From an optimization exercise on the open Yosys and OpenROAD flow, aimed at small area, a short achievable clock period and few clock cycles per item; shortcuts taken in it are not production practice. The RTL was checked by simulation tests, not by an equivalence proof against the original design. Power and IR drop assume default switching activity.

Design process_table_round_robin_scheduler, start of the top module:
module process_table_round_robin_scheduler #(
    parameter int TABLE_ENTRIES = prrs_pkg::TABLE_ENTRIES_DEFAULT
) (
    input  logic           clk,
    input  logic           rst_n,
    input  logic           req_valid,
    output logic           req_stall,
    input  prrs_pkg::req_t req,
    output logic           rsp_valid,
    input  logic           rsp_stall,
    output prrs_pkg::rsp_t rsp
);
    localparam int USED = (TABLE_ENTRIES < prrs_pkg::PID_RANGE) ? TABLE_ENTRIES : prrs_pkg::PID_RANGE;
    localparam int PW   = prrs_pkg::PID_W;
    localparam int GW   = prrs_pkg::GRP_W;
    localparam int GN   = prrs_pkg::GRP_N;
    localparam int GIW  = prrs_pkg::GRP_IW;
    logic                 in_valid_reg;
    prrs_pkg::req_t       in_reg;
    logic [USED-1:0]      rdy_reg;
    logic [USED-1:0]      term_reg;
    logic [USED-1:0]      rdy_d;
    logic [USED-1:0]      term_d;
    logic [prrs_pkg::PID_RANGE-1:0] rdy_d_pad;
    logic [GN-1:0]        grp_any_reg;
    logic [PW-1:0]        rr_reg;
    logic                 running_reg;
    logic                 rsp_valid_reg;
    prrs_pkg::rsp_t       rsp_reg;
  ...
clock: 10.0 ns
lec_check: 0
abc_area: 1
cap_margin: 20
core_margin: 2
core_utilization: 40
cts_cluster_diameter: 60
cts_cluster_size: 20
slew_margin: 20
tns_end_percent: 20
standard.sh (not shown) runs the stock make flow with config.mk's settings and CLKGATE_MAP_FILE= SYNTH_SCRIPT=/design/flow/synth_recipe.tcl, a recipe that flattens the netlist after the stock synthesis.
==> flow/flow/run.sh <==
#!/bin/bash
set -euo pipefail
bash standard.sh SETUP_SLACK_MARGIN=6.8 "BUFFER_PORTS_ARGS=-buffer_cell sky130_fd_sc_hd__buf_4" finish > standard_flow.log 2>&1
Testbench counts at the start, summed over its fixed seeds: cycles 24,016, items 24,000.
==> next run, changes <==
--- a/flow/design.v
+++ b/flow/design.v
@@ -100,23 +100,26 @@
     logic [GN-1:0]  rh_gt;
     logic [GN-1:0]  rh_lt;
     logic [GW-1:0]  rl_oh;
     logic [GW-1:0]  rl_gt;
     logic [GW-1:0]  rl_lt;
     logic           part_hi_any;
     logic           lo_any;
     logic           self_ok;
     logic [GN-1:0]  above;
     logic           above_any;
     logic [GN-1:0]  tgt;
-    logic [GIW-1:0] enc_tgt;
+    logic [GN-1:0]  above_fs;
+    logic [GN-1:0]  all_fs;
+    logic [GIW-1:0] enc_above;
+    logic [GIW-1:0] enc_all;
     logic [GW-1:0]  tbits;
     logic           leave;
     assign rh = rr[prrs_pkg::PID_W-1:GIW];
     assign rl = rr[GIW-1:0];
     always_comb
     begin
         rh_oh = prrs_pkg::decode(rh);
         rl_oh = prrs_pkg::decode(rl);
         for (int g = 0; g < GN; g++)
         begin
             rh_gt[g] = (GIW'(g) > rh);
@@ -132,35 +135,41 @@
             grp_enc[g] = prrs_pkg::onehot_idx(prrs_pkg::first_set(rdy[g*GW +: GW]));
         end
         part_hi_any = |(rrg_reg & rl_gt);
         self_ok     = |(rrg_reg & rl_oh) & !running;
         above     = grp_any & rh_gt;
         above_any = |above;
         lo_any    = |(rrg_reg & rl_lt) | |(grp_any & rh_lt);
         if (above_any)
             tgt = prrs_pkg::first_set(above);
         else
             tgt = prrs_pkg::first_set(grp_any);
-        enc_tgt = '0;
-        tbits   = '0;
+        above_fs  = prrs_pkg::first_set(above);
+        all_fs    = prrs_pkg::first_set(grp_any);
+        enc_above = '0;
+        enc_all   = '0;
+        tbits     = '0;
         for (int g = 0; g < GN; g++)
         begin
-            enc_tgt = enc_tgt | (grp_enc[g] & {GIW{tgt[g]}});
-            tbits   = tbits | (rdy[g*GW +: GW] & {GW{tgt[g]}});
+            enc_above = enc_above | (grp_enc[g] & {GIW{above_fs[g]}});
+            enc_all   = enc_all | (grp_enc[g] & {GIW{all_fs[g]}});
+            tbits     = tbits | (rdy[g*GW +: GW] & {GW{tgt[g]}});
         end
         found = part_hi_any | above_any | lo_any | self_ok;
         leave = !part_hi_any && (above_any || lo_any);
         if (part_hi_any)
             idx = {rh, prrs_pkg::onehot_idx(prrs_pkg::first_set(rrg_reg & rl_gt))};
-        else if (above_any || lo_any)
-            idx = {prrs_pkg::onehot_idx(tgt), enc_tgt};
+        else if (above_any)
+            idx = {prrs_pkg::onehot_idx(above_fs), enc_above};
+        else if (lo_any)
+            idx = {prrs_pkg::onehot_idx(all_fs), enc_all};
         else
             idx = rr;
     end
     always_ff @(posedge clk or negedge rst_n)
     begin
         if (!rst_n)
         begin
             rrg_reg <= '0;
         end
         else if (take && leave)
         begin
@@ -214,22 +223,23 @@
     logic                 wr;
     logic [GN-1:0]        grp_oh;
     logic [GW-1:0]        ent_oh;
     logic                 term_old;
     logic [prrs_pkg::PID_RANGE-1:0] rdy_pad;
     logic                 found;
     logic [PW-1:0]        pick;
     prrs_pkg::rsp_t       ex_rsp;
     logic                 head_free;
     logic                 rsp_valid_next;
     logic [1:0]           cnt_next;
+    logic [1:0]           out_cnt;
     function automatic prrs_pkg::rsp_t make_rsp(input prrs_pkg::status_t s, input logic [PW-1:0] p,
                                                 input prrs_pkg::pstate_t st);
         make_rsp = {s, p, st};
     endfunction
     assign req_stall = stall_reg;
     assign accept    = req_valid && !stall_reg;
     assign exec      = in_valid_reg;
     assign in_range  = (32'(in_reg.pid) < TABLE_ENTRIES);
     assign is_sched  = exec && (in_reg.opcode == prrs_pkg::OP_SCHEDULE);
     assign wr        = exec && !in_reg.opcode[1] && in_range;
     assign grp_oh    = prrs_pkg::decode(in_reg.pid[PW-1:GIW]) & {GN{wr}};
@@ -329,22 +339,23 @@
     begin
         if (!rst_n)
             in_valid_reg <= 1'b0;
         else
             in_valid_reg <= accept;
     end
     always_ff @(posedge clk)
     begin
         in_reg <= req;
     end
     assign head_free = !rsp_valid_reg || !rsp_stall;
+    assign out_cnt   = {1'b0, rsp_valid_reg} + cnt_reg + {1'b0, in_valid_reg};
     always_comb
     begin
         rsp_valid_next = rsp_valid_reg;
         cnt_next       = cnt_reg;
         if (head_free)
         begin
             if (cnt_reg != 2'd0)
             begin
                 rsp_valid_next = 1'b1;
                 cnt_next       = cnt_reg - 2'd1 + {1'b0, in_valid_reg};
             end
@@ -362,48 +373,34 @@
     begin
         if (!rst_n)
         begin
             rsp_valid_reg <= 1'b0;
             cnt_reg       <= 2'd0;
             stall_reg     <= 1'b0;
         end
         else
         begin
             rsp_valid_reg <= rsp_valid_next;
             cnt_reg       <= cnt_next;
-            stall_reg     <= ({1'b0, rsp_valid_next} + cnt_next + {1'b0, accept}) >= 2'd3;
+            stall_reg     <= (rsp_stall || !rsp_valid_reg) &&
+                             (stall_reg || (req_valid && (out_cnt == 2'd2)));
         end
     end
     always_ff @(posedge clk)
     begin
         if (head_free)
         begin
-            if (cnt_reg != 2'd0)
-            begin
-                rsp_reg <= sk0_reg;
-                if (cnt_reg == 2'd2)
-                begin
-                    sk0_reg <= sk1_reg;
-                    sk1_reg <= ex_rsp;
-                end
-                else
-                begin
-                    sk0_reg <= ex_rsp;
-                end
-            end
-            else
-            begin
-                rsp_reg <= ex_rsp;
-            end
+            rsp_reg <= (cnt_reg != 2'd0) ? sk0_reg : ex_rsp;
         end
-        else if (in_valid_reg)
+        if (head_free || (cnt_reg == 2'd0))
         begin
-            if (cnt_reg == 2'd0)
-                sk0_reg <= ex_rsp;
-            else
-                sk1_reg <= ex_rsp;
+            sk0_reg <= (cnt_reg == 2'd2) ? sk1_reg : ex_rsp;
+        end
+        if (head_free || (cnt_reg != 2'd2))
+        begin
+            sk1_reg <= ex_rsp;
         end
     end
     assign rsp_valid = rsp_valid_reg;
     assign rsp       = rsp_reg;
 endmodule
 `default_nettype wire
Wire length increases by 16%.
Non-clock buffer count goes up by 33.
Clock skew hardly moves.
Area after synthesis went up by 3.4%.
Power rises by 0.78%.
Fmax shrinks by 2.9%.
Sequential share of layout area falls by 2.2 points.
Die area grows by 3.4%.
Testbench counts after the change, summed over its fixed seeds: cycles 24,016, items 24,000.

re-timing with driven ports:
The results above use ideal ports. As a check the final layouts listed here were re-extracted and re-timed, cells and wires unchanged. Step 1, drivers: a clkbuf_16 drives clk and a buf_2 each remaining input, both assumed. Step 2 times the ports against the registers' clock, not the clock port: input delays grow and output delays shrink by t, the midpoint of the rising clock arrivals with the driver on. Slacks: no drivers / after step 1 / after step 2; pairs: no drivers / after step 1.
run | shift t [ns] | setup slack, ns | hold slack, ns | clock arrival spread, ns | cell pins on the clock port's net
the first run | 0.717 | 6.655 / 6.655 / 6.317 | 0.467 / 0.467 / 0.467 | 0.024 / 0.024 | 1
the second run | 0.718 | 6.556 / 6.556 / 6.381 | 0.455 / 0.455 / 0.455 | 0.024 / 0.024 | 1
After both steps every run listed still meets setup and hold. The setup slack of the first run, which loses most, moves by 0.000 ns with the drivers and by -0.338 ns with both steps.
